This is an optimization exercise on Yosys and OpenROAD, whose aim is small area, not a production implementation. At most, simulation tests tie the RTL to the original design; equivalence was not proved. The RTL of runs 2 and 6 was laid out without a check of its function. Power and IR drop assume default switching activity.

==> flow/design.v <==
module apb_slave_mem (
  input  logic        PCLK,
  input  logic        PRESET,
  input  logic [31:0] PADDR,
  input  logic        PSEL,
  input  logic        PENABLE,
  input  logic        PWRITE,
  input  logic [7:0]  PWDATA,
  output logic [7:0]  PRDATA,
  output logic        PREADY,
  output logic        PSLVERR
);
  localparam int NG = 85;           
  logic       acc1, acc2;           
  logic       setup;
  logic       write_q;
  logic [7:0] wdata_q;
  logic [6:0] g_q;                  
  logic [1:0] o_q;
  logic [1:0] ph;
  logic       lp;
  logic [1:0] ph_n;
  logic       lp_n;
  logic [1:0] clr;                  
  logic       clearing;
  logic       pend;
  logic [6:0] pend_g;
  logic [1:0] pend_o;
  logic [7:0] pend_d;
  assign setup    = !acc1 && !acc2 && !PREADY && PSEL && !PENABLE;
  assign clearing = (clr != 2'd0);
  logic [6:0] a_g;
  logic [1:0] a_o;
  always_comb begin
    a_g = 7'(PADDR[7:0] / 8'd3);
    a_o = 2'(PADDR[7:0] % 8'd3);
  end
  always_ff @(posedge PCLK or posedge PRESET) begin
    if (PRESET) begin
      acc1   <= 1'b0;
      acc2   <= 1'b0;
      PREADY <= 1'b0;
    end else begin
      acc1   <= setup;
      acc2   <= acc1 && PSEL;
      PREADY <= acc2 && PSEL;
    end
  end
  always_ff @(posedge PCLK) begin
    if (setup) begin
      PSLVERR <= |PADDR[31:8];
      write_q <= PWRITE;
      wdata_q <= PWDATA;
      g_q     <= a_g;
      o_q     <= a_o;
    end
  end
  assign ph_n = (ph == 2'd2) ? 2'd0 : ph + 2'd1;
  assign lp_n = lp ^ (ph == 2'd2);
  always_ff @(posedge PCLK or posedge PRESET) begin
    if (PRESET) begin
      ph  <= 2'd0;
      lp  <= 1'b0;
      clr <= 2'd3;
    end else begin
      ph  <= ph_n;
      lp  <= lp_n;
      if (clearing) clr <= clr - 2'd1;
    end
  end
  logic complete_wr;
  logic commit;
  logic last_hit;
  assign complete_wr = PREADY && PSEL && write_q && !PSLVERR;
  assign last_hit    = (pend_g == 7'd85);
  assign commit      = pend && (last_hit || pend_o == ph_n);
  always_ff @(posedge PCLK or posedge PRESET) begin
    if (PRESET) begin
      pend <= 1'b0;
    end else begin
      if (complete_wr) pend <= 1'b1;
      else if (commit) pend <= 1'b0;
    end
  end
  always_ff @(posedge PCLK) begin
    if (complete_wr) begin
      pend_g <= g_q;
      pend_o <= o_q;
      pend_d <= wdata_q;
    end
  end
  logic [7:0] wval;                 
  logic [7:0] wbus;                 
  logic [7:0] tap [NG];
  logic [7:0] last;
  assign wval = clearing ? 8'd0 : pend_d;
  assign wbus = ~(wval ^ {8{lp_n}});
  logic [NG-1:0] we;
  always_comb begin
    for (int i = 0; i < NG; i++)
      we[i] = clearing || (commit && pend_g == 7'(i));
  end
  genvar g;
  generate
    for (g = 0; g < NG; g++) begin : grp
      logic [7:0] s0, s1, s2;
      always_ff @(posedge PCLK) begin
        s0 <= ~(we[g] ? wbus : s2);
        s1 <= s0;
        s2 <= s1;
      end
      assign tap[g] = s0;
    end
  endgenerate
  always_ff @(posedge PCLK) begin
    if (clearing || (commit && last_hit)) last <= wval;
  end
  logic [6:0]  r_g;
  logic [1:0]  r_o;
  logic        r_err;
  logic        r_hit;
  logic        r_last;
  logic        r_load;
  logic [NG-1:0] r_sel;
  logic [7:0]  r_mux;
  logic [7:0]  r_data;
  always_comb begin
    r_g    = setup ? a_g : g_q;
    r_o    = setup ? a_o : o_q;
    r_err  = setup ? (|PADDR[31:8]) : PSLVERR;
    r_last = (r_g == 7'd85);
    r_hit  = pend && (pend_g == r_g) && (pend_o == r_o);
    r_load = (setup || acc1 || acc2) && (r_last || (r_o == ph));
    for (int i = 0; i < NG; i++) r_sel[i] = (r_g == 7'(i));
    r_mux = 8'd0;
    for (int i = 0; i < NG; i++) r_mux = r_mux | (tap[i] & {8{r_sel[i]}});
    if (r_err || (clearing && !r_hit)) r_data = 8'd0;
    else if (r_hit)                    r_data = pend_d;
    else if (r_last)                   r_data = last;
    else                               r_data = r_mux ^ {8{lp}};
  end
  always_ff @(posedge PCLK) begin
    if (r_load) PRDATA <= r_data;
  end
endmodule
==> flow/flow/run.sh <==
#!/bin/bash
set -o pipefail
export CTS_ARGS="-sink_clustering_enable -repair_clock_nets -dont_use_dummy_load -buf_list {sky130_fd_sc_hd__clkbuf_4 sky130_fd_sc_hd__clkbuf_8} -sink_clustering_size 20 -sink_clustering_max_diameter 50"
bash standard.sh 2>&1 | tee flow.log
==> flow/standard.sh <==
#!/bin/bash
# synth_recipe.tcl (not shown) runs the flow's synth.tcl, then flattens the netlist and writes it again
# the make line also repeats each setting of config.mk as NAME=value (left out here)
make -C /OpenROAD-flow-scripts/flow DESIGN_CONFIG=/design/flow/config.mk WORK_HOME=/design/flow/orfs CLKGATE_MAP_FILE= SYNTH_SCRIPT=/design/flow/synth_recipe.tcl "${@:-finish}"
==> flow/config.mk <==
export PLATFORM = sky130hd
export DESIGN_NAME = apb_slave_mem
export DESIGN_NICKNAME = apb_slave_mem
export VERILOG_FILES = /design/flow/design.v
export SDC_FILE = /design/flow/constraint.sdc
export NUM_CORES = 4
export LEC_CHECK = 0
export CAP_MARGIN = 40
export CORE_MARGIN = 2
export CORE_UTILIZATION = 60
export PLACE_DENSITY = 0.7
export SLEW_MARGIN = 40
==> flow/constraint.sdc <==
create_clock -name core_clock -period 10.0 [get_ports {PCLK}]
set_input_delay 2.0000 -clock core_clock [delete_from_list [all_inputs] [get_ports {PCLK}]]
set_output_delay 2.0000 -clock core_clock [all_outputs]
set_load 0.01 [all_outputs]
==> results of run 1 <==
==> per-layer routing <==
layer / GRT usage / up-vias
li1: - / 17000
met1: 0.556 / 18300
met2: 0.539 / 2079
met3: 0.101 / 448
met4: 0.189 / 8
met5: 0 / -
==> through the flow <==
stage,instances,hold WS (ps),instance area [um^2]
after floorplan,4947,310,57700
after global placement,6083,310,59700
after detailed placement,6089,312,60100
after CTS,6228,253,62000
after global routing,6231,259,62100
final,6234,277,62100
==> cells in the final DEF, fill, tap and decap left out, types with 37 or more instances in the layout <==
cell type        synthesis  layout
a21oi_1                 56      54
a22o_1                  58      58
a22oi_1                114     114
a32oi_1                 37      37
buf_4                   10     111
clkbuf_8                 0     139
clkdlybuf4s50_1          0      52
dfxtp_1               2050    2050
edfxtp_1                42      42
nand2_1                793     792
nand3_1                 97      97
nor2_1                  75      71
o21ai_0                710     707
o21ai_1                 90      45
==> worst paths after layout <==
check / to / cells past startpoint
min in group asynchronous: acc1 / 2
worst max-delay path: PRDATA[3] / 21
worst min-delay path: grp[65].s2[6] / 0
worst min register to register: grp[65].s2[6] / 0
max in group asynchronous: clr[0] / 2
worst max register to register: PRDATA[1] / 15
==> final cells by class <==
cell class | count | area (um^2)
antenna | 4 | 10.0
clock buffer | 139 | 1910
fill | 7318 | 33100
inverter | 20 | 80.1
multi-input combinational | 2524 | 14400
sequential | 2101 | 42500
tap | 1265 | 1580
timing repair buffer | 181 | 1560
==> power breakdown <==
part	switching, mW	total, mW	internal [mW]
clock network	2.41	3.67	1.25
logic	1.21	1.66	0.451
registers	0.0367	8.45	8.42
total	3.65	13.8	10.1
==> cell families after synthesis <==
| logic type | count (synthesis) | synth area share |
|---|---|---|
| AOI/OAI and AO/OA | 1294 | 0.138 |
| xor gates and xnor gates | 25 | 0.00406 |
| adders and majority gates | 3 | 0.000651 |
| buffers and inverters | 322 | 0.0243 |
| DFF | 2101 | 0.738 |
| muxes | 36 | 0.00699 |
| and+or+nand+nor | 1166 | 0.0880 |
==> sequential cells by signal, indices dropped and copies added, names as in the netlist, 7 cells and up <==
name,cells
pend_g,7
PRDATA,8
grp.s1,680
pend_d,8
grp.s0,680
grp.s2,680
g_q,7
wdata_q,8
last,8
==> notes.md, run 1 <==
* Result of the run: timing/DRC/antenna clean
* Count of pins on the block boundary at 55
* Remaining DRCs at 0
* Number of distinct library cells after synthesis at slightly below 100
* Dominant cell by count in the synthesized netlist: dfxtp_1
* CTS buffer count at 139
* Cell Pwr Density at 222 nW/um^2
* Mean routed wirelength per cell at approximately 31 um
* Net count after synthesis at around 5000
* Post-place setup slack at ~1400 ps
* Die height at around 310 um
* Most numerous cell types in the synthesized netlist: dfxtp_1 (2050), nand2_1 (793), o21ai_0 (710)
* Max FO, Critical Path at 22
* Length of the first detailed-routing pass in iterations at 8
* Most used flip-flop cell after synthesis: dfxtp_1
* Top area cells in the synthesized netlist: dfxtp_1 (71%), o21ai_0 (6.2%), nand2_1 (5.2%)
* CTS sink cnt at roughly 2100
* Die Area at 98600 um^2
* Final-report setup violation count at 0
* Proportion of netlist area held by the largest area contributor at 0.712
* Worst-Margin Slew at between 900 and 1000 ps
* Post-synthesis cell area at 57700 um^2
* Cell at the slowest stage of the critical path: clkdlybuf4s50_1
* CTS HTree Levels at 4
* Register bit count reported by yosys at ~2100
* Launch instance of the worst register-to-register path: PREADY
* Initial antenna violation count at 9
* Aggregate routed wire length at between 150000 and 200000 um
* Std-Cell Rows at ~110
* Ordered list of cells on the worst path: clkdlybuf4s50_1 -> or3b_4 -> a221oi_2 -> a31oi_2 -> nand2_2 -> ha_1 -> nand3b_1 -> a21oi_1 -> mux2_2 -> ha_1 -> nand2b_1 -> nor4_1 -> or2_1 -> buf_4 -> nor2_1 -> buf_4 -> a222oi_1 -> a21oi_1 -> a311o_1 -> nor4_1 -> mux2i_1
* Area growth from synthesis to layout at 7.65%
* Setup Crit Path Kind: in2reg
* Top Metal Used: met5
* Final worst slack at approximately 2100 ps
* Final number of hold-violating endpoints at 0
* Per-instance average area after synthesis at about 12 um^2
* Final count of pins violating max slew at 0
* Hold Crit Class: reg2reg
* Share of the cycle needed by the critical path after routing at 0.789
* M1 wire length at roughly 81000 um
* Worst path top cell family by delay: simple AND/OR/NAND/NOR gates
* Worst-case clock skew at approximately 100 ps
* Post-CTS resize count at 0
* Internal reg-to-reg setup slack at about 4200 ps
* CTS Hold Buffers Added at 0
* Cell count after synthesis at between 4000 and 5000
* Vias post-DR at approximately 38000
* Fmax at 0.127 GHz
* Wire length of the first global-routing pass at 266000 um
* Post-synth EDFFs at between 40 and 50
* Routed vias/inst at ~6.1
* RSZ-0062 raised after global routing: false
* Detailed route wirelength on metal2 at 77300 um
* Net count, final at between 5000 and 6000
* Launching instance or port of the critical path: PADDR[4]
* Min-Delay Startpoint: grp[65].s1[6]
* Via count of the first global-routing pass at between 30000 and 40000
* Aggregate global routing overflow at 0
* Required arrival time at the worst endpoint at 10590 ps
* GP Congestion at 1.03
* Sequential fraction of the synthesis area at 0.738
* Violation count after the first detailed-route iteration at about 4900
* HPWL after detailed placement at 131000 um
* Cell type with the highest aggregate area in the netlist: dfxtp_1
* TritonCTS clock tree: built
* Max-slew headroom at the worst pin at 0.353
* Count of input and output buffers at between 50 and 60
* Pleak at between 20 and 25 nW
* Fraction of the core area covered by cells at the end of the flow at 0.652
* Endpoint type of the worst setup path: register
* Data arrival time of the critical path at 8490 ps
* Post-layout power at ~14 mW
* Maximum clock insertion buffer count at 3
* CTS Root Buffer Type: clkbuf_8
* Pin count of the biggest net entering global routing at 69
* Width of the die at ~310 um
* Setup fix buffers added after clock tree synthesis at 0
* Number of warning messages in the yosys log at 2
* Share of async-settable or async-resettable flops after synthesis at 0.00428
* Post-detailed-route count of antenna-violating nets at 0
* Crit path launch type: primary input
* Post-Route Setup TNS at 0 ps
* Insertion delay of the later-clocked pin in the worst-skew pair at roughly 900 ps
* Placeable core area at between 90000 and 100000 um^2
* Number of buffer and inverter instances along the worst setup path at 3
* Biggest cell delay along the critical path at roughly 800 ps
* Effective utilization at floorplan at 0.606
* Share of final-layout standard cells stronger than drive strength 1 at 0.0808
* Worst supply voltage drop on vdd at 0.000168 V
* Max-cap check violation count at 0
* Clock transition at the registers of the reported paths at roughly 110 ps
* Total track usage at 0.386
* Met3 WL at around 22000 um
* Final critical delay including setup and external delays at about 7900 ps
==> inputs of run 2 (changes only) <==
--- a/flow/design.v
+++ b/flow/design.v
@@ -21,14 +21,15 @@
   logic       lp;
   logic [1:0] ph_n;
   logic       lp_n;
-  logic [1:0] clr;                  
-  logic       clearing;
-  logic       pend;
-  logic [6:0] pend_g;
-  logic [1:0] pend_o;
+  logic [1:0] clr, clr_b;           
+  logic       clearing, clearing_b;
+  logic       pend, pend_b;         
+  logic [6:0] pend_g, pend_g_b;     
+  logic [1:0] pend_o, pend_o_b;     
   logic [7:0] pend_d;
   assign setup    = !acc1 && !acc2 && !PREADY && PSEL && !PENABLE;
-  assign clearing = (clr != 2'd0);
+  assign clearing   = (clr != 2'd0);
+  assign clearing_b = (clr_b != 2'd0);
   logic [6:0] a_g;
   logic [1:0] a_o;
   always_comb begin
@@ -62,30 +63,38 @@
       ph  <= 2'd0;
       lp  <= 1'b0;
       clr <= 2'd3;
+      clr_b <= 2'd3;
     end else begin
       ph  <= ph_n;
       lp  <= lp_n;
       if (clearing) clr <= clr - 2'd1;
+      if (clearing_b) clr_b <= clr_b - 2'd1;
     end
   end
   logic complete_wr;
-  logic commit;
+  logic commit, commit_b;
   logic last_hit;
   assign complete_wr = PREADY && PSEL && write_q && !PSLVERR;
   assign last_hit    = (pend_g == 7'd85);
   assign commit      = pend && (last_hit || pend_o == ph_n);
+  assign commit_b    = pend_b && (pend_g_b == 7'd85 || pend_o_b == ph_n);
   always_ff @(posedge PCLK or posedge PRESET) begin
     if (PRESET) begin
-      pend <= 1'b0;
+      pend   <= 1'b0;
+      pend_b <= 1'b0;
     end else begin
       if (complete_wr) pend <= 1'b1;
       else if (commit) pend <= 1'b0;
+      if (complete_wr) pend_b <= 1'b1;
+      else if (commit_b) pend_b <= 1'b0;
     end
   end
   always_ff @(posedge PCLK) begin
     if (complete_wr) begin
       pend_g <= g_q;
       pend_o <= o_q;
+      pend_g_b <= g_q;
+      pend_o_b <= o_q;
       pend_d <= wdata_q;
     end
   end
@@ -95,17 +104,19 @@
   logic [7:0] last;
   assign wval = clearing ? 8'd0 : pend_d;
   assign wbus = ~(wval ^ {8{lp_n}});
-  logic [NG-1:0] we;
+  logic [NG-1:0] we, nwe;
   always_comb begin
-    for (int i = 0; i < NG; i++)
-      we[i] = clearing || (commit && pend_g == 7'(i));
+    for (int i = 0; i < NG; i++) begin
+      we[i]  = clearing || (commit && pend_g == 7'(i));
+      nwe[i] = !(clearing_b || (commit_b && pend_g_b == 7'(i)));
+    end
   end
   genvar g;
   generate
     for (g = 0; g < NG; g++) begin : grp
       logic [7:0] s0, s1, s2;
       always_ff @(posedge PCLK) begin
-        s0 <= ~(we[g] ? wbus : s2);
+        s0 <= ~((s2 | {8{we[g]}}) & (wbus | {8{nwe[g]}}));
         s1 <= s0;
         s2 <= s1;
       end
==> flow/flow/run.sh (replaced) <==
#!/bin/bash
# The standard layout with two changes:
#  - synthesis maps logic with an area-oriented ABC script (flow/abc_area.script);
#    everything else in synthesis is synth_recipe.tcl unchanged
#  - the clock tree uses small clock buffers and no dummy loads
# ORFS keeps each tool's log under orfs/logs; make's output goes to flow.log.
set -o pipefail
HERE=$(pwd)
cat > mysynth.tcl <<EOT
proc abc {args} {
  set i [lsearch \$args -script]
  set args [lreplace \$args \$i [expr {\$i + 1}] -script $HERE/flow/abc_area.script]
  yosys abc {*}\$args
}
source $HERE/synth_recipe.tcl
EOT
sed "s|SYNTH_SCRIPT=[^ ]*|SYNTH_SCRIPT=$HERE/mysynth.tcl|" standard.sh > mystandard.sh
export CTS_ARGS="-sink_clustering_enable -repair_clock_nets -dont_use_dummy_load -buf_list {sky130_fd_sc_hd__clkbuf_4 sky130_fd_sc_hd__clkbuf_8} -sink_clustering_size 20 -sink_clustering_max_diameter 50"
bash mystandard.sh 2>&1 | tee flow.log
==> flow/flow/abc_area.script (new file) <==
strash
&get -n
&st
&syn2
&dch -f
&nf -p -R 1000
&put
topo
==> notes.md, run 2 <==
* Crit path launch type: primary input
* Via count of the first global-routing pass at 31400 (-10%)
* Violation count after the first detailed-route iteration at 3721 (-24%)
* Remaining DRCs at 0 (unchanged)
* Aggregate routed wire length at 143000 um (-25%)
* Die Area at 90400 um^2 (-8.3%)
* Effective utilization at floorplan at 0.607 (+0.000656)
* Final worst slack at 876 ps (-1230 ps)
* Post-synth EDFFs at 42 (unchanged)
* Top library cells by usage in the layout, fill and taps aside: dfxtp_1 (2050), o22ai_1 (681), clkbuf_8 (135)
* CTS sink cnt at 2104 (+0.14%)
* Reg2Reg Depth at 17 (+2)
* Detailed route wirelength on metal2 at 63300 um (-18%)
* Fmax at 0.110 GHz (-13%)
* GP Congestion at 0.951 (-7.3%)
* Width of the die at 301 um (-4.3%)
* Worst path top cell family by delay: simple AND/OR/NAND/NOR gates
* Share of synthesized cell area in and, or, nand and nor gates at 0.0329 (-0.0551)
* CTS HTree Levels at 4 (unchanged)
* Max FO, Critical Path at 8 (-64%)
* Min-Delay Startpoint: grp[26].s1[7]
* Post-place setup slack at 312 ps (-1060 ps)
* Routed vias/inst at 6.30 (+3.8%)
* Number of warning messages in the yosys log at 2 (unchanged)
* M1 wire length at 60900 um (-25%)
* CTS Hold Buffers Added at 0 (unchanged)
* Pin count of the biggest net entering global routing at 61 (-12%)
* Xor-xnor portion of the synthesized cell area at 0.00564 (+0.00158)
* Vias post-DR at 32300 (-15%)
* Top area cells in the synthesized netlist: dfxtp_1 (78%), o22ai_1 (8.1%), edfxtp_1 (2.4%)
* Dominant cell by count in the synthesized netlist: dfxtp_1
* Per-instance average area after synthesis at 14.2 um^2 (+22%)
* CTS buffer count at 135 (-2.9%)
* Worst-case clock skew at 101 ps (+1.34 ps)
* Dominant combinational cell family by area after synthesis: compound AO/OA/AOI/OAI gates
* Area growth from synthesis to layout at 8.88%
* Aggregate global routing overflow at 0 (unchanged)
* Share of async-settable or async-resettable flops after synthesis at 0.00570 (+0.00142)
* Count of pins on the block boundary at 55 (unchanged)
* Net count, final at 4026 (-20%)
* TritonCTS clock tree: built
* Final critical delay including setup and external delays at 9120 ps (+1230 ps)
* Stages on worst setup path at 34 (+62%)
* Length of the first detailed-routing pass in iterations at 9 (+1)
* Data arrival time of the critical path at 9670 ps (+1180 ps)
* Pleak at 21.6 nW (-5.7%)
* Cell at the slowest stage of the critical path: nor3_1
* Cell Pwr Density at 224 nW/um^2 (+0.72%)
* Cell type with the highest aggregate area in the netlist: dfxtp_1
* Total track usage at 0.315 (-0.0710)
* Met3 WL at 12200 um (-44%)
* Worst supply voltage drop on vdd at 0.000184 V (+10%)
* Final number of hold-violating endpoints at 0 (unchanged)
* Biggest cell delay along the critical path at 660 ps (-140 ps)
* Setup fix buffers added after clock tree synthesis at 0 (unchanged)
* Insertion delay of the later-clocked pin in the worst-skew pair at 890 ps (about the same)
* Post-synthesis cell area at 52800 um^2 (-8.4%)
* Sequential fraction of the synthesis area at 0.807 (+0.0695)
* Multiplexer share of the synthesized area at 0.000996 (-0.00599)
* Biggest registers after layout: grp.s0: 680 flops, grp.s1: 680 flops, grp.s2: 680 flops
* Share of final-layout standard cells stronger than drive strength 1 at 0.0594 (-0.0214)
* Most numerous cell types in the synthesized netlist: dfxtp_1 (2050), o22ai_1 (681), nor2_1 (119)
* HPWL after detailed placement at 92100 um (-30%)
* Std-Cell Rows at 108 (-4.4%)
* Hold Crit Class: reg2reg
* Placeable core area at 87000 um^2 (-8.5%)
* Proportion of netlist area held by the largest area contributor at 0.777 (+0.0657)
* Endpoint of the worst hold path: grp[26].s2[7]
* Wire length of the first global-routing pass at 209000 um (-21%)
* Final count of pins violating max slew at 0 (unchanged)
* Result of the run: timing/DRC/antenna clean
* RSZ-0062 raised after global routing: false
* Initial antenna violation count at 3 (-6)
* Most frequent standard cell in the layout excluding fill and tap cells: dfxtp_1
* Max-slew headroom at the worst pin at 0.382 (+0.0288)
* CTS Root Buffer Type: clkbuf_8
* Synth Area in Compound Gates at 0.151 (+0.0125)
* Register bit count reported by yosys at 2104 (+0.14%)
* Endpoint type of the worst setup path: register
* Required arrival time at the worst endpoint at 10550 ps (-40 ps)
* Number of distinct library cells after synthesis at 38 (-61%)
* Die height at 301 um (-4.3%)
* Number of buffer and inverter instances along the worst setup path at 3 (unchanged)
* Hold path cells at 0 (unchanged)
* Internal reg-to-reg setup slack at 3230 ps (-930 ps)
* Count of input and output buffers at 54 (unchanged)
* Clock transition at the registers of the reported paths at 100 ps (about the same)
* Cell count after synthesis at 3715 (-25%)
* Mean routed wirelength per cell at 27.9 um (-8.7%)
* Most used flip-flop cell after synthesis: dfxtp_1
* Share of the cycle needed by the critical path after routing at 0.912 (+0.123)
* Launch instance of the worst register-to-register path: acc1
* Net count after synthesis at 3764 (-25%)
* R2R Path End: PRDATA[5]
* Max-cap check violation count at 0 (unchanged)
* Worst-Margin Slew at 921 ps (-47.6 ps)
* Maximum clock insertion buffer count at 3 (unchanged)
* Setup Crit Path Kind: in2reg
* Top Metal Used: met5
* Final-report setup violation count at 0 (unchanged)
* Adder-cell area share of the yosys netlist at 0.000948 (+0.000297)
* Post-CTS resize count at 0 (unchanged)
* Post-detailed-route count of antenna-violating nets at 0 (unchanged)
* Post-Route Setup TNS at 0 ps (unchanged)
==> run 2: cell types whose count changed in the layout (fill, tap and decap cells not counted), sizes merged, moves of 38 or more <==
cell,delta
a222oi,+86
a32oi,-38
buf,-57
nand2,-682
nand3,-55
nor2,+44
o21a,+82
o21ai,-707
o22ai,+648
==> run 2: how the worst max path moves through the flow <==
stage                     startpoint        end  slack (ps)
after floorplan             PADDR[6]  PRDATA[7]        2820
after global placement      PADDR[7]  PRDATA[5]         390
after detailed placement    PADDR[7]  PRDATA[5]         310
after CTS                   PADDR[7]  PRDATA[5]        1140
after global routing        PADDR[7]  PRDATA[5]         440
final                       PADDR[7]  PRDATA[5]         880
==> run 2: worst register-to-register path: cells and delay by family (launching register included) <==
kind / cells / cell delay (ps)
AND/OR/NAND/NOR: 10 / 3350
AO/OA/AOI/OAI: 4 / 1630
buffers and inverters: 2 / 980
flip-flops: 1 / 360
XOR/XNOR: 1 / 170
==> run 2: area by class of cell <==
class	count	area, um^2
sequential	2104	42600
multi-input combinational	1589	10300
fill	6440	29500
clock buffer	135	1860
tap	1155	1450
inverter	22	82.6
timing repair buffer	125	1140
antenna	4	10.0
==> run 2: power by group <==
part / total, mW / switching [mW] / internal, mW / leakage, nW
registers: 8.43 / 0.00982 / 8.42 / 17.8
logic: 0.799 / 0.541 / 0.258 / 2.79
clock network: 3.62 / 2.40 / 1.22 / 0.971
total: 12.8 / 2.95 / 9.90 / 21.6
==> run 2: layer usage <==
metal	vias to the layer above	GRT usage
met3	396	0.0680
met1	16000	0.433
met5	-	0
met4	4	0.147
li1	14400	-
met2	1530	0.478
==> run 2: metrics by stage <==
stage | total power [mW] | util | area, um^2 | hold WS (ps) | cells
global route | 13.2 | 0.660 | 57500 | 271 | 5131
CTS | 12.8 | 0.660 | 57400 | 266 | 5128
detailed placement | 9.39 | 0.638 | 55600 | 312 | 4993
floorplan | 9.00 | - | 52800 | 310 | 3715
global placement | 9.38 | 0.637 | 55400 | 310 | 4989
finish | 12.9 | 0.660 | 57500 | 269 | 5134
==> run 2: kinds of logic (layout without fill, tap and decap cells) <==
group / Yosys count / in the layout
flip-flops: 2104 / 2104
AO/OA/AOI/OAI: 1166 / 1166
AND/OR/NAND/NOR: 380 / 380
XOR/XNOR: 34 / 34
buffers and inverters: 22 / 282
multiplexers: 5 / 5
adder cells (fa/ha/maj): 4 / 4
other: 0 / 4
==> inputs of run 3 (changes only) <==
--- a/flow/design.v
+++ b/flow/design.v
@@ -14,7 +14,6 @@
   logic       acc1, acc2;           
   logic       setup;
   logic       write_q;
-  logic [7:0] wdata_q;
   logic [6:0] g_q;                  
   logic [1:0] o_q;
   logic [1:0] ph;
@@ -51,7 +50,6 @@
     if (setup) begin
       PSLVERR <= |PADDR[31:8];
       write_q <= PWRITE;
-      wdata_q <= PWDATA;
       g_q     <= a_g;
       o_q     <= a_o;
     end
@@ -95,7 +93,7 @@
       pend_o <= o_q;
       pend_g_b <= g_q;
       pend_o_b <= o_q;
-      pend_d <= wdata_q;
+      pend_d <= PRDATA;            
     end
   end
   logic [7:0] wval;                 
@@ -141,7 +139,8 @@
     r_err  = setup ? (|PADDR[31:8]) : PSLVERR;
     r_last = (r_g == 7'd85);
     r_hit  = pend && (pend_g == r_g) && (pend_o == r_o);
-    r_load = (setup || acc1 || acc2) && (r_last || (r_o == ph));
+    r_load = (setup ? !PWRITE : (!write_q && (acc1 || acc2))) &&
+             (r_last || (r_o == ph));
     for (int i = 0; i < NG; i++) r_sel[i] = (r_g == 7'(i));
     r_mux = 8'd0;
     for (int i = 0; i < NG; i++) r_mux = r_mux | (tap[i] & {8{r_sel[i]}});
@@ -151,6 +150,7 @@
     else                               r_data = r_mux ^ {8{lp}};
   end
   always_ff @(posedge PCLK) begin
-    if (r_load) PRDATA <= r_data;
+    if (setup && PWRITE) PRDATA <= PWDATA;
+    else if (r_load)     PRDATA <= r_data;
   end
 endmodule
--- a/flow/flow/run.sh
+++ b/flow/flow/run.sh
@@ -2,6 +2,7 @@
 # The standard layout with two changes:
 #  - synthesis maps logic with an area-oriented ABC script (flow/abc_area.script);
 #    everything else in synthesis is synth_recipe.tcl unchanged
+#  - ports are buffered with the smallest buffer
 #  - the clock tree uses small clock buffers and no dummy loads
 # ORFS keeps each tool's log under orfs/logs; make's output goes to flow.log.
 set -o pipefail
@@ -15,5 +16,6 @@
 source $HERE/synth_recipe.tcl
 EOT
 sed "s|SYNTH_SCRIPT=[^ ]*|SYNTH_SCRIPT=$HERE/mysynth.tcl|" standard.sh > mystandard.sh
+export BUFFER_PORTS_ARGS="-buffer_cell sky130_fd_sc_hd__buf_1"
 export CTS_ARGS="-sink_clustering_enable -repair_clock_nets -dont_use_dummy_load -buf_list {sky130_fd_sc_hd__clkbuf_4 sky130_fd_sc_hd__clkbuf_8} -sink_clustering_size 20 -sink_clustering_max_diameter 50"
 bash mystandard.sh 2>&1 | tee flow.log
--- a/flow/config.mk
+++ b/flow/config.mk
@@ -7,6 +7,6 @@
 export LEC_CHECK = 0
 export CAP_MARGIN = 40
 export CORE_MARGIN = 2
-export CORE_UTILIZATION = 60
-export PLACE_DENSITY = 0.7
+export CORE_UTILIZATION = 70
+export PLACE_DENSITY = 0.8
 export SLEW_MARGIN = 40
==> notes.md, run 3 <==
* Post-CTS resize count at 0 (unchanged)
* Number of buffer and inverter instances along the worst setup path at 1 (-2)
* Proportion of netlist area held by the largest area contributor at 0.780 (+0.00302)
* Cell internal pwr at 9.81 mW (-0.90%)
* Post-synthesis cell area at 52600 um^2 (-0.39%)
* Cell count after synthesis at 3701 (-0.38%)
* Biggest cell delay along the critical path at 680 ps (+20 ps)
* Cell Pwr Density at 225 nW/um^2 (+0.48%)
* CTS buffer count at 134 (-0.74%)
* Worst path top cell family by delay: simple AND/OR/NAND/NOR gates
* Post-detailed-route count of antenna-violating nets at 0 (unchanged)
* Sequential power share at 0.662 (+0.006)
* Fraction of the core area covered by cells at the end of the flow at 0.759 (+0.0981)
* Most frequent standard cell in the layout excluding fill and tap cells: dfxtp_1
* Cell type with the highest aggregate area in the netlist: dfxtp_1
* Count of pins on the block boundary at 55 (unchanged)
* Initial antenna violation count at 2 (-1)
* Top library cells by usage in the layout, fill and taps aside: dfxtp_1 (2050), o22ai_1 (680), clkbuf_8 (134)
* Clock transition at the registers of the reported paths at 100 ps (about the same)
* Hold Crit Class: reg2reg
* Count of input and output buffers at 54 (unchanged)
* Final count of pins violating max slew at 0 (unchanged)
* Net count, final at 3976 (-1.2%)
* Area growth from synthesis to layout at 7.40%
* HPWL after detailed placement at 89400 um (-3.0%)
* Fmax at 0.110 GHz (+0.13%)
* Share of async-settable or async-resettable flops after synthesis at 0.00573 (+0.0000218)
* Aggregate routed wire length at 140000 um (-2.4%)
* Total track usage at 0.359 (+0.0441)
* Wire length of the first global-routing pass at 206000 um (-1.6%)
* Biggest registers after layout: grp.s0: 680 flops, grp.s1: 680 flops, grp.s2: 680 flops
* Final critical delay including setup and external delays at 9110 ps (-11.9 ps)
* Result of the run: timing/DRC/antenna clean
* Max FO, Critical Path at 8 (unchanged)
* Max-cap check violation count at 0 (unchanged)
* Setup fix buffers added after clock tree synthesis at 0 (unchanged)
* Share of final-layout standard cells stronger than drive strength 1 at 0.0527 (-0.00663)
* Mean routed wirelength per cell at 28.6 um (+2.4%)
* Post-place setup slack at 482 ps (+170 ps)
* Number of warning messages in the yosys log at 2 (unchanged)
* Synth Area in Compound Gates at 0.151 (+0.000180)
* Dominant combinational cell family by area after synthesis: compound AO/OA/AOI/OAI gates
* Width of the die at 278 um (-7.5%)
* Crit path launch type: primary input
* Data arrival time of the critical path at 9660 ps (about the same)
* Post-layout instance area at 56500 um^2 (-1.7%)
* Top area cells in the synthesized netlist: dfxtp_1 (78%), o22ai_1 (8.1%), a222oi_1 (2.4%)
* Die height at 278 um (-7.5%)
* Share of power burned in combinational logic at 0.058 (-0.004)
* Aggregate global routing overflow at 0 (unchanged)
* Cell at the slowest stage of the critical path: a211oi_1
* Maximum clock insertion buffer count at 3 (unchanged)
* Final worst slack at 888 ps (+11.9 ps)
* CTS Hold Buffers Added at 0 (unchanged)
* Worst supply voltage drop on vdd at 0.000183 V (-0.80%)
* Violation count after the first detailed-route iteration at 4698 (+26%)
* Most numerous cell types in the synthesized netlist: dfxtp_1 (2050), o22ai_1 (680), a222oi_1 (124)
* Net count after synthesis at 3750 (-0.37%)
* Vias post-DR at 32800 (+1.4%)
* Worst-Margin Slew at 958 ps (+37.8 ps)
* Insertion delay of the later-clocked pin in the worst-skew pair at 840 ps (-50 ps)
* Endpoint type of the worst setup path: register
* Adder-cell area share of the yosys netlist at 0.000952 (+0.00000368)
* Required arrival time at the worst endpoint at 10550 ps (about the same)
* Share of the cycle needed by the critical path after routing at 0.911 (-0.00119)
* RSZ-0062 raised after global routing: false
* Pleak at 21.2 nW (-1.8%)
* Net switching power figure at 2.87 mW (-2.6%)
* Remaining DRCs at 0 (unchanged)
* Placed cell area at 54600 um^2 (-1.8%)
* CTS Root Buffer Type: clkbuf_8
* GP Congestion at 0.950 (-0.11%)
* Xor-xnor portion of the synthesized cell area at 0.00616 (+0.000522)
* Die Area at 77300 um^2 (-14%)
* Fillers at 4544 (-29%)
* Std-Cell Rows at 100 (-7.4%)
* Share of synthesized cell area in and, or, nand and nor gates at 0.0331 (+0.000151)
* Register bit count reported by yosys at 2096 (-0.38%)
* Final-report setup violation count at 0 (unchanged)
* Placeable core area at 74400 um^2 (-14%)
* CTS sink cnt at 2096 (-0.38%)
* Sequential fraction of the synthesis area at 0.806 (-0.00144)
* Clock Power Share at 0.281 (about the same)
* Worst-case clock skew at 96.6 ps (-4.14 ps)
* CTS HTree Levels at 4 (unchanged)
* TritonCTS clock tree: built
* Post-synth EDFFs at 34 (-19%)
* Setup Crit Path Kind: in2reg
* Number of distinct library cells after synthesis at 42 (+11%)
* Proportion of total power due to net switching at 0.227 (-0.00296)
* Final hold slack at 287 ps (+18.3 ps)
* Dominant cell by count in the synthesized netlist: dfxtp_1
* Final number of hold-violating endpoints at 0 (unchanged)
* Routed vias/inst at 6.69 (+6.3%)
* Multiplexer share of the synthesized area at 0.00236 (+0.00136)
* Pin count of the biggest net entering global routing at 66 (+8.2%)
* Effective utilization at floorplan at 0.706 (+0.0997)
* Per-instance average area after synthesis at 14.2 um^2 (about the same)
* Length of the first detailed-routing pass in iterations at 9 (unchanged)
* Max-slew headroom at the worst pin at 0.360 (-0.0220)
* Most used flip-flop cell after synthesis: dfxtp_1
* Via count of the first global-routing pass at 32000 (+1.7%)
* Post-Route Setup TNS at 0 ps (unchanged)
-- run 3: changes by cell type after synthesis, moves of 7 or more --
cell,change
nand3_1,-16
clkinv_1,-11
a211oi_1,-10
a222oi_1,+10
nand2_1,+10
nor3_1,-9
a22o_1,-8
edfxtp_1,-8
o31ai_1,+8
nor2_1,-7
-- run 3: per-layer routing --
metal,vias up,GRT usage,part of all wire
met2,1997,0.523,0.42
met1,16000,0.499,0.40
met3,446,0.0923,0.11
li1,14300,-,-
met5,-,0,0.000086
met4,2,0.184,0.057
-- run 3: path summary, 6_finish.rpt --
kind	from	to	slack, ps	depth (start not counted)
max	PADDR[7]	PRDATA[4]	890	30
min	grp[8].s1[6]	grp[8].s2[6]	290	0
min in group asynchronous	PRESET	acc1	1190	2
max in group asynchronous	PRESET	pend	8410	2
min reg2reg	grp[8].s1[6]	grp[8].s2[6]	290	0
max reg2reg	acc1	PRDATA[4]	3800	15
-- run 3: cell families (layout without fill, tap and decap cells) --
kind of cell | Yosys count | count (layout)
flip-flops | 2096 | 2096
AND/OR/NAND/NOR | 376 | 376
AO/OA/AOI/OAI | 1165 | 1165
multiplexers | 12 | 12
buffers and inverters | 11 | 235
other | 0 | 2
adder cells (fa/ha/maj) | 4 | 4
XOR/XNOR | 37 | 37
-- run 3: cell type report --
class	instances	area [um^2]	share of cell area
clock buffer	134	1840	0.0327
inverter	11	41.3	0.000731
timing repair buffer	90	571	0.0101
tap	969	1210	0.0215
antenna	2	5.00	0.0000886
sequential	2096	42400	0.750
multi-input combinational	1594	10400	0.185
-- run 3: metrics by stage --
stage / power (mW) / cells
CTS: 12.6 / 4892
floorplan: 8.95 / 3701
global route: 13.0 / 4895
global placement: 9.25 / 4749
detailed placement: 9.27 / 4758
finish: 12.7 / 4896
-- run 3: power groups by stage --
| stage | Clock [mW] | Combinational (mW) | Sequential [mW] |
|---|---|---|---|
| 2_1_floorplan | 0 | 0.368 | 8.58 |
| 3_3_place_gp | 0 | 0.666 | 8.58 |
| 3_5_place_dp | 0 | 0.684 | 8.58 |
| 4_1_cts | 3.56 | 0.688 | 8.39 |
| 5_1_grt | 3.86 | 0.748 | 8.40 |
| 6_report | 3.56 | 0.733 | 8.39 |
==> inputs of run 4 (changes only) <==
--- a/flow/flow/run.sh
+++ b/flow/flow/run.sh
@@ -17,5 +17,5 @@
 EOT
 sed "s|SYNTH_SCRIPT=[^ ]*|SYNTH_SCRIPT=$HERE/mysynth.tcl|" standard.sh > mystandard.sh
 export BUFFER_PORTS_ARGS="-buffer_cell sky130_fd_sc_hd__buf_1"
-export CTS_ARGS="-sink_clustering_enable -repair_clock_nets -dont_use_dummy_load -buf_list {sky130_fd_sc_hd__clkbuf_4 sky130_fd_sc_hd__clkbuf_8} -sink_clustering_size 20 -sink_clustering_max_diameter 50"
+export CTS_ARGS="-sink_clustering_enable -repair_clock_nets -dont_use_dummy_load -buf_list {sky130_fd_sc_hd__clkbuf_8 sky130_fd_sc_hd__clkbuf_16} -sink_clustering_size 32 -sink_clustering_max_diameter 45"
 bash mystandard.sh 2>&1 | tee flow.log
==> notes.md, run 4 <==
* Result of the run: timing/DRC/antenna clean
* Die Area at 77300 um^2 (unchanged)
* CTS buffer count at 136 (+1.5%)
* Worst-case clock skew at 86.3 ps (-10.3 ps)
* Count of pins on the block boundary at 55 (unchanged)
* CTS Root Buffer Type: clkbuf_16
* Aggregate routed wire length at 146000 um (+4.6%)
* Post-synth EDFFs at 34 (unchanged)
* Violation count after the first detailed-route iteration at 5126 (+9.1%)
* Sequential fraction of the synthesis area at 0.806 (unchanged)
* Detailed route wirelength on metal2 at 63400 um (+6.7%)
* Worst-Margin Slew at 991 ps (+33.1 ps)
* Post-Route Setup TNS at 0 ps (unchanged)
* Net switching power figure at 3.10 mW (+8.0%)
* Most numerous cell types in the synthesized netlist: dfxtp_1 (2050), o22ai_1 (680), a222oi_1 (124)
* Remaining DRCs at 0 (unchanged)
* Share of power burned in combinational logic at 0.053 (-0.005)
* Share of the cycle needed by the critical path after routing at 0.928 (+0.0167)
* Final-report setup violation count at 0 (unchanged)
* RSZ-0062 raised after global routing: false
* Crit path launch type: primary input
* Clock Power Share at 0.352 (+0.071)
* Mean routed wirelength per cell at 29.9 um (+4.5%)
* Number of warning messages in the yosys log at 2 (unchanged)
* Cell type with the highest aggregate area in the netlist: dfxtp_1
* Data arrival time of the critical path at 9740 ps (+80 ps)
* Placeable core area at 74400 um^2 (unchanged)
* Net count after synthesis at 3750 (unchanged)
* Worst path top cell family by delay: simple AND/OR/NAND/NOR gates
* Cell internal pwr at 11.0 mW (+12%)
* Final number of hold-violating endpoints at 0 (unchanged)
* Hold Crit Class: reg2reg
* Final critical delay including setup and external delays at 9280 ps (+167 ps)
* Area growth from synthesis to layout at 10.4%
* Vias post-DR at 33400 (+1.9%)
* CTS HTree Levels at 4 (unchanged)
* Max FO, Critical Path at 8 (unchanged)
* Final hold slack at 269 ps (-18.2 ps)
* Width of the die at 278 um (unchanged)
* Post-layout instance area at 58100 um^2 (+2.8%)
* Met3 WL at 17100 um (+7.5%)
* Number of distinct library cells after synthesis at 42 (unchanged)
* Initial antenna violation count at 4 (+2)
* Setup Crit Path Kind: in2reg
* Most frequent standard cell in the layout excluding fill and tap cells: dfxtp_1
* Fillers at 4194 (-7.7%)
* Aggregate global routing overflow at 0 (unchanged)
* Total track usage at 0.374 (+0.0155)
* Final count of pins violating max slew at 0 (unchanged)
* Wire length of the first global-routing pass at 215000 um (+4.1%)
* HPWL after detailed placement at 89400 um (unchanged)
* Worst supply voltage drop on vdd at 0.000173 V (-5.3%)
* Cell Pwr Density at 243 nW/um^2 (+8.2%)
* Biggest cell delay along the critical path at 680 ps (about the same)
* Post-place setup slack at 482 ps (unchanged)
* Pin count of the biggest net entering global routing at 66 (unchanged)
* Register bit count reported by yosys at 2096 (unchanged)
* Top Metal Used: met5
* Proportion of netlist area held by the largest area contributor at 0.780 (unchanged)
* Net count, final at 3980 (+0.10%)
* Setup fix buffers added after clock tree synthesis at 0 (unchanged)
* Via count of the first global-routing pass at 33100 (+3.6%)
* Effective utilization at floorplan at 0.706 (unchanged)
* Share of async-settable or async-resettable flops after synthesis at 0.00573 (unchanged)
* Max-slew headroom at the worst pin at 0.337 (-0.0224)
* Post-synthesis cell area at 52600 um^2 (unchanged)
* Per-instance average area after synthesis at 14.2 um^2 (unchanged)
* Max-cap check violation count at 0 (unchanged)
* Dominant cell by count in the synthesized netlist: dfxtp_1
* Post-detailed-route count of antenna-violating nets at 0 (unchanged)
* M1 wire length at 57200 um (+1.1%)
* Biggest registers after layout: grp.s0: 680 flops, grp.s1: 680 flops, grp.s2: 680 flops
* Number of buffer and inverter instances along the worst setup path at 1 (unchanged)
* TritonCTS clock tree: built
* Insertion delay of the later-clocked pin in the worst-skew pair at 760 ps (-80 ps)
* Share of final-layout standard cells stronger than drive strength 1 at 0.0534 (+0.000710)
* CTS Hold Buffers Added at 0 (unchanged)
* CTS sink cnt at 2096 (unchanged)
* Proportion of total power due to net switching at 0.220 (-0.00657)
* Routed vias/inst at 6.82 (+1.9%)
* Most used flip-flop cell after synthesis: dfxtp_1
* Internal reg-to-reg setup slack at 3720 ps (-80 ps)
* GP Congestion at 0.950 (unchanged)
* Post-CTS resize count at 0 (unchanged)
* Required arrival time at the worst endpoint at 10460 ps (-90 ps)
* Placed cell area at 54600 um^2 (unchanged)
* Final worst slack at 721 ps (-167 ps)
* Clock transition at the registers of the reported paths at 80 ps (-20 ps)
* Cell count after synthesis at 3701 (unchanged)
* Sequential power share at 0.595 (-0.067)
* Endpoint type of the worst setup path: register
* Length of the first detailed-routing pass in iterations at 10 (+1)
* Diode count at 0 (-2)
* Count of input and output buffers at 54 (unchanged)
* Top area cells in the synthesized netlist: dfxtp_1 (78%), o22ai_1 (8.1%), a222oi_1 (2.4%)
* Maximum clock insertion buffer count at 3 (unchanged)
* Std-Cell Rows at 100 (unchanged)
* Fmax at 0.108 GHz (-1.8%)
* Die height at 278 um (unchanged)
* Top library cells by usage in the layout, fill and taps aside: dfxtp_1 (2050), o22ai_1 (680), clkbuf_16 (136)
* Pleak at 21.9 nW (+3.4%)
* Cell at the slowest stage of the critical path: a211oi_1
## run 4: cell counts after synthesis
No cell type changed its count.
## run 4: area by class of cell
| cell class | count | area, um^2 | area share |
|---|---|---|---|
| multi-input combinational | 1594 | 10400 | 0.180 |
| clock buffer | 136 | 3400 | 0.0586 |
| inverter | 11 | 41.3 | 0.000711 |
| tap | 969 | 1210 | 0.0209 |
| sequential | 2096 | 42400 | 0.730 |
| timing repair buffer | 92 | 609 | 0.0105 |
## run 4: power by group through the flow
| stage | Clock [mW] | Sequential [mW] | Combinational, mW |
|---|---|---|---|
| final | 4.97 | 8.39 | 0.746 |
| after CTS | 4.97 | 8.39 | 0.694 |
| after global placement | 0 | 8.58 | 0.666 |
| after detailed placement | 0 | 8.58 | 0.684 |
| after global routing | 5.26 | 8.39 | 0.757 |
| after floorplan | 0 | 8.58 | 0.368 |
## run 4: kinds of logic (layout without fill, tap and decap cells)
logic type	after synthesis	count (layout)	synth area share
and+or+nand+nor	376	376	0.0331
xor gates and xnor gates	37	37	0.00616
muxes	12	12	0.00236
buffers and inverters	11	239	0.000785
AOI/OAI and AO/OA	1165	1165	0.151
adders and majority gates	4	4	0.000952
DFF	2096	2096	0.806
## run 4: through the flow
stage                     total power [mW]  cells   util
after floorplan                       8.95   3701      -
after global placement                9.25   4749  0.730
after detailed placement              9.27   4758  0.733
after CTS                             14.1   4894  0.779
after global routing                  14.4   4898  0.780
final                                 14.1   4898  0.780
## run 4: path summary, 6_finish.rpt
kind	startpoint	to	depth (start not counted)
max	PADDR[7]	PRDATA[4]	29
min	grp[65].s1[4]	grp[65].s2[4]	0
max reg2reg	acc1	PRDATA[4]	16
min reg2reg	grp[65].s1[4]	grp[65].s2[4]	0
max in group asynchronous	PRESET	pend	2
min in group asynchronous	PRESET	acc2	2
## run 4: per-layer routing
layer | global-route usage | up-vias
met5 | 0 | -
li1 | - | 14400
met1 | 0.505 | 16300
met4 | 0.206 | 6
met2 | 0.556 | 2185
met3 | 0.0976 | 534
==> inputs of run 5 (changes only) <==
--- a/flow/flow/run.sh
+++ b/flow/flow/run.sh
@@ -17,5 +17,5 @@
 EOT
 sed "s|SYNTH_SCRIPT=[^ ]*|SYNTH_SCRIPT=$HERE/mysynth.tcl|" standard.sh > mystandard.sh
 export BUFFER_PORTS_ARGS="-buffer_cell sky130_fd_sc_hd__buf_1"
-export CTS_ARGS="-sink_clustering_enable -repair_clock_nets -dont_use_dummy_load -buf_list {sky130_fd_sc_hd__clkbuf_8 sky130_fd_sc_hd__clkbuf_16} -sink_clustering_size 32 -sink_clustering_max_diameter 45"
+export CTS_ARGS="-sink_clustering_enable -repair_clock_nets -dont_use_dummy_load -buf_list {sky130_fd_sc_hd__clkbuf_8} -sink_clustering_size 20 -sink_clustering_max_diameter 40"
 bash mystandard.sh 2>&1 | tee flow.log
==> flow/config.mk (replaced) <==
export PLATFORM = sky130hd
export DESIGN_NAME = apb_slave_mem
export DESIGN_NICKNAME = apb_slave_mem
export VERILOG_FILES = /design/flow/design.v
export SDC_FILE = /design/flow/constraint.sdc
export NUM_CORES = 4
export LEC_CHECK = 0
export CAP_MARGIN = 20
export CORE_MARGIN = 2
export CORE_UTILIZATION = 74
export PLACE_DENSITY = 0.84
export SLEW_MARGIN = 20
==> notes.md, run 5 <==
* RSZ-0062 raised after global routing: false
* Remaining DRCs at 0 (unchanged)
* Proportion of netlist area held by the largest area contributor at 0.780 (unchanged)
* Cell internal pwr at 9.92 mW (-9.8%)
* Width of the die at 271 um (-2.7%)
* CTS sink cnt at 2096 (unchanged)
* Fillers at 3916 (-6.6%)
* Effective utilization at floorplan at 0.750 (+0.0433)
* Layer with the highest usage after global routing: met2
* Pleak at 21.3 nW (-2.9%)
* Biggest cell delay along the critical path at 720 ps (+40 ps)
* Post-Route Setup TNS at 0 ps (unchanged)
* Count of pins on the block boundary at 55 (unchanged)
* Max-slew headroom at the worst pin at 0.192 (-0.145)
* Max-cap check violation count at 0 (unchanged)
* CTS Root Buffer Type: clkbuf_8
* Max FO, Critical Path at 8 (unchanged)
* Required arrival time at the worst endpoint at 10670 ps (+210 ps)
* Most numerous cell types in the synthesized netlist: dfxtp_1 (2050), o22ai_1 (680), a222oi_1 (124)
* Clock transition at the registers of the reported paths at 110 ps (+30 ps)
* Non-filler instance count after layout at 4879 (-0.39%)
* Violation count after the first detailed-route iteration at 4659 (-9.1%)
* Crit path launch type: primary input
* GP Congestion at 0.958 (+0.79%)
* Share of the cycle needed by the critical path after routing at 0.934 (+0.00641)
* Xor-xnor portion of the synthesized cell area at 0.00616 (unchanged)
* Net switching power figure at 2.93 mW (-5.4%)
* Mean routed wirelength per cell at 29.2 um (-2.3%)
* Std-Cell Rows at 97 (-3.0%)
* Per-instance average area after synthesis at 14.2 um^2 (unchanged)
* Post-place setup slack at 491 ps (+8.85 ps)
* Area growth from synthesis to layout at 7.39%
* Aggregate routed wire length at 142000 um (-2.7%)
* CTS HTree Levels at 4 (unchanged)
* Number of distinct library cells after synthesis at 42 (unchanged)
* Setup Crit Path Kind: in2reg
* Routed vias/inst at 6.88 (+0.90%)
* Share of final-layout standard cells stronger than drive strength 1 at 0.0508 (-0.00264)
* Sequential power share at 0.652 (+0.057)
* Net count, final at 3987 (+0.18%)
* Placeable core area at 70100 um^2 (-5.8%)
* Worst-case clock skew at 72.1 ps (-14.2 ps)
* Number of warning messages in the yosys log at 2 (unchanged)
* Min-Delay Startpoint: grp[22].s1[1]
* Cell Pwr Density at 228 nW/um^2 (-6.3%)
* Synth Area in Compound Gates at 0.151 (unchanged)
* Routing usage on met1 at 0.512 (+0.00721)
* Setup fix buffers added after clock tree synthesis at 0 (unchanged)
* Post-layout instance area at 56500 um^2 (-2.7%)
* Final worst slack at 657 ps (-64.1 ps)
* Result of the run: timing/DRC/antenna clean
* Adder-cell area share of the yosys netlist at 0.000952 (unchanged)
* Via count of the first global-routing pass at 33000 (-0.33%)
* Worst-Margin Slew at 1210 ps (+217 ps)
* Wire length of the first global-routing pass at 209000 um (-2.5%)
* Most used flip-flop cell after synthesis: dfxtp_1
* Vias post-DR at 33600 (+0.51%)
* Dominant combinational cell family by area after synthesis: compound AO/OA/AOI/OAI gates
* Net count after synthesis at 3750 (unchanged)
* Placed cell area at 54400 um^2 (-0.33%)
* TritonCTS clock tree: built
* Post-synthesis cell area at 52600 um^2 (unchanged)
* Post-CTS resize count at 0 (unchanged)
* Proportion of total power due to net switching at 0.228 (+0.00829)
* Data arrival time of the critical path at 10010 ps (+270 ps)
* Top library cells by usage in the layout, fill and taps aside: dfxtp_1 (2050), o22ai_1 (680), clkbuf_8 (148)
* Multiplexer share of the synthesized area at 0.00236 (unchanged)
* Fmax at 0.107 GHz (-0.69%)
* Dominant cell by count in the synthesized netlist: dfxtp_1
* Biggest registers after layout: grp.s0: 680 flops, grp.s1: 680 flops, grp.s2: 680 flops
* Clock Power Share at 0.289 (-0.063)
* Share of synthesized cell area in and, or, nand and nor gates at 0.0331 (unchanged)
* HPWL after detailed placement at 90200 um (+0.97%)
* Endpoint of the worst hold path: grp[22].s2[1]
* Placed cells at 4726 (-0.67%)
* Most frequent standard cell in the layout excluding fill and tap cells: dfxtp_1
* Final critical delay including setup and external delays at 9340 ps (+64.1 ps)
* Total track usage at 0.385 (+0.0105)
* Count of input and output buffers at 54 (unchanged)
* Endpoint type of the worst setup path: register
* CTS buffer count at 148 (+8.8%)
* Final-report setup violation count at 0 (unchanged)
* Hold path cells at 0 (unchanged)
* Maximum clock insertion buffer count at 3 (unchanged)
* Sequential fraction of the synthesis area at 0.806 (unchanged)
* Hold Crit Class: reg2reg
* Insertion delay of the later-clocked pin in the worst-skew pair at 860 ps (+100 ps)
* CTS Hold Buffers Added at 0 (unchanged)
* Met2 global-route usage at 0.571 (+0.0156)
* Cell count after synthesis at 3701 (unchanged)
* R2R Path End: PRDATA[6]
* Register bit count reported by yosys at 2096 (unchanged)
* Worst supply voltage drop on vdd at 0.000166 V (-4.0%)
* Initial antenna violation count at 5 (+1)
* Post-synth EDFFs at 34 (unchanged)
* Final number of hold-violating endpoints at 0 (unchanged)
* Internal reg-to-reg setup slack at 3500 ps (-220 ps)
* Length of the first detailed-routing pass in iterations at 14 (+4)
* Pin count of the biggest net entering global routing at 67 (+1.5%)
* Cell type with the highest aggregate area in the netlist: dfxtp_1
* Top area cells in the synthesized netlist: dfxtp_1 (78%), o22ai_1 (8.1%), a222oi_1 (2.4%)
* Post-detailed-route count of antenna-violating nets at 0 (unchanged)
* Launch instance of the worst register-to-register path: acc2
* Reg2Reg Depth at 17 (+1)
* Most repeated library cell on the critical path: nand2_1
* Routing usage on met3 at 0.113 (+0.0153)
* Die height at 271 um (-2.7%)
* Die Area at 73200 um^2 (-5.3%)
* Cell at the slowest stage of the critical path: nor4_1
* Aggregate global routing overflow at 0 (unchanged)
* Share of async-settable or async-resettable flops after synthesis at 0.00573 (unchanged)
* Share of power burned in combinational logic at 0.058 (+0.005)
* Final count of pins violating max slew at 0 (unchanged)
run 5: stage by stage:
stage	utilization	hold slack (ps)	power, mW
after global placement	0.775	310	9.25
after floorplan	-	310	8.95
after detailed placement	0.775	312	9.27
final	0.805	279	12.9
after CTS	0.804	274	12.8
after global routing	0.805	276	13.2
run 5: routing by layer:
layer	wire length [um]	vias up
met5	78	-
met4	8400	8
met3	17700	549
met2	61900	2305
met1	54300	16400
li1	-	14300
run 5: power groups by stage:
stage               Sequential [mW]  Combinational [mW]  Clock, mW
finish                         8.39               0.747       3.72
global route                   8.39               0.755       4.01
CTS                            8.39               0.699       3.71
detailed placement             8.58               0.693          0
global placement               8.58               0.673          0
floorplan                      8.58               0.368          0
run 5: logic make-up after synthesis:
family / after synthesis
AO/OA/AOI/OAI: 1165
multiplexers: 12
adder cells (fa/ha/maj): 4
XOR/XNOR: 37
buffers and inverters: 11
flip-flops: 2096
AND/OR/NAND/NOR: 376
run 5: cell type report:
type / instances / area [um^2] / share of cell area
multi-input combinational: 1594 / 10400 / 0.184
clock buffer: 148 / 2040 / 0.0361
inverter: 11 / 41.3 / 0.000731
antenna: 3 / 7.51 / 0.000133
sequential: 2096 / 42400 / 0.750
timing repair buffer: 87 / 465 / 0.00824
tap: 940 / 1180 / 0.0208
run 5: critical path: cells and delay by family:
| kind | cells | cell delay, ps |
|---|---|---|
| AOI/OAI and AO/OA | 12 | 3320 |
| and+or+nand+nor | 11 | 3160 |
| xor gates and xnor gates | 4 | 870 |
| adders and majority gates | 2 | 410 |
| buffers and inverters | 1 | 130 |
| muxes | 1 | 100 |
run 5: how the worst max path moves through the flow:
stage,to,slack [ps],cells past startpoint,start
2_1_floorplan,PRDATA[4],2630,27,PADDR[6]
3_3_place_gp,PRDATA[2],1060,30,PADDR[7]
3_5_place_dp,PRDATA[6],490,31,PADDR[7]
4_1_cts,PRDATA[6],1280,31,PADDR[7]
5_1_grt,PRDATA[6],410,32,PADDR[7]
6_report,PRDATA[6],660,31,PADDR[7]
==> inputs of run 6 (changes only) <==
--- a/flow/design.v
+++ b/flow/design.v
@@ -32,8 +32,22 @@
   logic [6:0] a_g;
   logic [1:0] a_o;
   always_comb begin
-    a_g = 7'(PADDR[7:0] / 8'd3);
-    a_o = 2'(PADDR[7:0] % 8'd3);
+    if (PADDR[1:0] != 2'd3) begin
+      a_g = {1'b0, PADDR[7:2]};
+      a_o = PADDR[1:0];
+    end else if (PADDR[7:6] != 2'd3) begin
+      a_g = {3'b100, PADDR[5:2]};
+      a_o = PADDR[7:6];
+    end else if (PADDR[5:4] != 2'd3) begin
+      a_g = {5'b10100, PADDR[3:2]};
+      a_o = PADDR[5:4];
+    end else if (PADDR[3:2] != 2'd3) begin
+      a_g = 7'd84;
+      a_o = PADDR[3:2];
+    end else begin
+      a_g = 7'd85;
+      a_o = 2'd0;
+    end
   end
   always_ff @(posedge PCLK or posedge PRESET) begin
     if (PRESET) begin
==> notes.md, run 6 <==
* Max FO, Critical Path at 21 (+13)
* Count of input and output buffers at 54 (unchanged)
* GP Congestion at 0.981 (+2.4%)
* Final count of pins violating max slew at 0 (unchanged)
* Aggregate global routing overflow at 0 (unchanged)
* CTS HTree Levels at 4 (unchanged)
* Sequential fraction of the synthesis area at 0.805 (-0.00109)
* Worst supply voltage drop on vdd at 0.000183 V (+10%)
* Effective utilization at floorplan at 0.749 (about the same)
* Most used flip-flop cell after synthesis: dfxtp_1
* Std-Cell Rows at 97 (unchanged)
* Aggregate routed wire length at 142000 um (-0.53%)
* CTS buffer count at 148 (unchanged)
* Pleak at 21.2 nW (-0.30%)
* Area of all sequential standard cells at 42400 um^2 (unchanged)
* Remaining DRCs at 0 (unchanged)
* Net switching power figure at 2.74 mW (-6.6%)
* Non-filler instance count after layout at 4898 (+0.39%)
* Final number of hold-violating endpoints at 0 (unchanged)
* Endpoint type of the worst setup path: register
* Clock transition at the registers of the reported paths at 100 ps (about the same)
* CTS sink cnt at 2096 (unchanged)
* Reg2Reg Depth at 18 (+1)
* Post-detailed-route count of antenna-violating nets at 0 (unchanged)
* Area growth from synthesis to layout at 7.34% (about the same)
* Sequential power share at 0.666 (+0.014)
* Share of the cycle needed by the critical path after routing at 0.724 (-0.210)
* Wire length of the first global-routing pass at 208000 um (-0.58%)
* Placed cell area at 54500 um^2 (+0.16%)
* Most frequent standard cell in the layout excluding fill and tap cells: dfxtp_1
* Maximum clock insertion buffer count at 3 (unchanged)
* CTS Root Buffer Type: clkbuf_8
* Count of pins on the block boundary at 55 (unchanged)
* Data arrival time of the critical path at 7790 ps (-2220 ps)
* Post-Route Setup TNS at 0 ps (unchanged)
* Final critical delay including setup and external delays at 7240 ps (-2100 ps)
* Share of power burned in combinational logic at 0.038 (-0.020)
* Hold path cells at 0 (unchanged)
* Post-synthesis cell area at 52700 um^2 (+0.14%)
* Post-synth EDFFs at 34 (unchanged)
* Required arrival time at the worst endpoint at 10550 ps (-120 ps)
* Max-slew headroom at the worst pin at 0.196 (+0.00329)
* Crit path launch type: primary input
* Post-CTS resize count at 0 (unchanged)
* Clock Power Share at 0.296 (+0.007)
* Placeable core area at 70300 um^2 (+0.17%)
* TritonCTS clock tree: built
* Number of distinct library cells after synthesis at 37 (-12%)
* Final hold slack at 251 ps (-27.8 ps)
* Mean routed wirelength per cell at 28.9 um (-0.91%)
* RSZ-0062 raised after global routing: false
* Die height at 271 um (about the same)
* Total track usage at 0.383 (-0.00152)
* Cell Pwr Density at 223 nW/um^2 (-2.3%)
* Top library cells by usage in the layout, fill and taps aside: dfxtp_1 (2050), o22ai_1 (681), a22oi_1 (185)
* Number of warning messages in the yosys log at 2 (unchanged)
* Result of the run: timing/DRC/antenna clean
* Max-cap check violation count at 0 (unchanged)
* Insertion delay of the later-clocked pin in the worst-skew pair at 870 ps (about the same)
* Top area cells in the synthesized netlist: dfxtp_1 (78%), o22ai_1 (8.1%), a22oi_1 (2.6%)
* Setup Crit Path Kind: in2reg
* Most numerous cell types in the synthesized netlist: dfxtp_1 (2050), o22ai_1 (681), a22oi_1 (185)
* Via count of the first global-routing pass at 33000 (-0.055%)
* Hold Crit Class: reg2reg
* Dominant cell by count in the synthesized netlist: dfxtp_1
* Cell type with the highest aggregate area in the netlist: dfxtp_1
* Pin count of the biggest net entering global routing at 72 (+7.5%)
* Fmax at 0.138 GHz (+29%)
* Cell internal pwr at 9.84 mW (-0.85%)
* Worst-case clock skew at 93.5 ps (+21.4 ps)
* Fillers at 3727 (-4.8%)
* Die Area at 73300 um^2 (+0.13%)
* Initial antenna violation count at 5 (unchanged)
* Routed vias/inst at 6.80 (-1.1%)
* Biggest registers after layout: grp.s0: 680 flops, grp.s1: 680 flops, grp.s2: 680 flops
* CTS Hold Buffers Added at 0 (unchanged)
* Length of the first detailed-routing pass in iterations at 8 (-6)
* Vias post-DR at 33300 (-0.72%)
* Net count after synthesis at 3768 (+0.48%)
* Proportion of total power due to net switching at 0.218 (-0.0104)
* Final-report setup violation count at 0 (unchanged)
* Net count, final at 4005 (+0.45%)
* Post-place setup slack at 2290 ps (+1800 ps)
* Cell count after synthesis at 3721 (+0.54%)
* Register bit count reported by yosys at 2096 (unchanged)
* Share of async-settable or async-resettable flops after synthesis at 0.00573 (unchanged)
* Per-instance average area after synthesis at 14.2 um^2 (-0.40%)
* Width of the die at 271 um (about the same)
* Worst-Margin Slew at 1200 ps (-4.92 ps)
* Post-layout instance area at 56500 um^2 (about the same)
* Violation count after the first detailed-route iteration at 4449 (-4.5%)
* Placed cells at 4748 (+0.47%)
* Setup fix buffers added after clock tree synthesis at 0 (unchanged)
* Proportion of netlist area held by the largest area contributor at 0.779 (-0.00106)
* Final worst slack at 2760 ps (+2100 ps)
* Area of the multi-input gates at 10400 um^2 (+0.45%)
* Share of final-layout standard cells stronger than drive strength 1 at 0.0503 (-0.000510)
* HPWL after detailed placement at 89200 um (-1.2%)
[run 6: changes by cell type after synthesis, sizes merged, moves of 16 or more]
cell and change:
a22o +30, a221oi +27, a22oi +87, a222oi -86, nand2 -26, nand4 +16
[run 6: power groups by stage]
stage / registers, mW / logic [mW] / clock network [mW]
final: 8.38 / 0.475 / 3.72
after global routing: 8.39 / 0.475 / 4.00
after CTS: 8.38 / 0.439 / 3.71
after detailed placement: 8.58 / 0.436 / 0
after global placement: 8.58 / 0.428 / 0
after floorplan: 8.57 / 0.230 / 0
[run 6: cell type report]
cell class | count | area share
antenna | 2 | 0.0000886
sequential | 2096 | 0.750
timing repair buffer | 87 | 0.00797
clock buffer | 148 | 0.0360
inverter | 17 | 0.00113
multi-input combinational | 1608 | 0.184
tap | 940 | 0.0208
[run 6: path summary, 6_finish.rpt]
check                              startpoint            end  slack, ps
worst min-delay path            grp[57].s1[0]  grp[57].s2[0]        250
worst max-delay path                     PSEL      PRDATA[7]       2760
worst max register to register           acc2      PRDATA[7]       3540
worst min register to register  grp[57].s1[0]  grp[57].s2[0]        250
min in group asynchronous              PRESET             lp       1070
max in group asynchronous              PRESET          ph[0]       8580
[run 6: cell families after synthesis]
logic type / synth area share
AO/OA/AOI/OAI: 0.157
XOR/XNOR: 0.00516
adder cells (fa/ha/maj): 0.000475
buffers and inverters: 0.00121
flip-flops: 0.805
AND/OR/NAND/NOR: 0.0315
[run 6: worst max-delay path: stages]
cell and delay [ps]:
buf_1 110, nand3_1 500, clkinv_1 540, nand3_1 240
a21boi_0 400, a21oi_1 120, nand2_1 630, nor2_1 370
a22o_1 330, a221oi_1 290, nand4_1 260, nor3_1 940
nand4_1 210, nor3_1 240, xor2_1 200, o211ai_1 120
o2111ai_1 160, nand2_1 90
[run 6: metal layers]
| metal | up-vias | wire length, um | GRT usage |
|---|---|---|---|
| met5 | - | 19 | 0 |
| met4 | 4 | 8230 | 0.204 |
| met3 | 512 | 15700 | 0.0938 |
| met2 | 2085 | 62800 | 0.585 |
| met1 | 16300 | 55000 | 0.511 |
| li1 | 14400 | - | - |
[run 6: stage by stage]
step,utilization,total power [mW]
final,0.804,12.6
after global routing,0.804,12.9
after CTS,0.804,12.5
after detailed placement,0.775,9.01
after global placement,0.775,9.01
after floorplan,-,8.80

-- port drivers added, routing unchanged --
In the flow no input, the clock included, has a driving cell. The finished layouts below were timed again as built, in two steps.
Step 1, drivers: a clkbuf_16 drives PCLK and a buf_2 each remaining input, both assumed.
Step 2, shift: input delay + t, output delay - t, t = (earliest + latest rising clock arrival at the registers) / 2. This alone moves slack from input paths to output paths.
Three values: no drivers, after step 1, after step 2; two values: the first two.
run | t, ns | setup slack, ns | cell pins on the clock port's net
run 1 | 0.911 | 2.106 / 2.147 / 1.236 | 1
run 2 | 0.897 | 0.876 / 0.915 / 0.018 | 1
run 3 | 0.865 | 0.888 / 0.932 / 0.067 | 1
run 4 | 0.798 | 0.721 / 0.770 / -0.028 | 1
run 5 | 0.894 | 0.657 / 0.704 / -0.190 | 1
run 6 | 0.889 | 2.757 / 2.784 / 1.894 | 1
With both steps, setup timing fails in run 4 and run 5, where it was met with ideal ports. For run 1, which loses most, drivers alone change the setup slack by +0.041 ns; drivers and shift together by -0.870 ns.
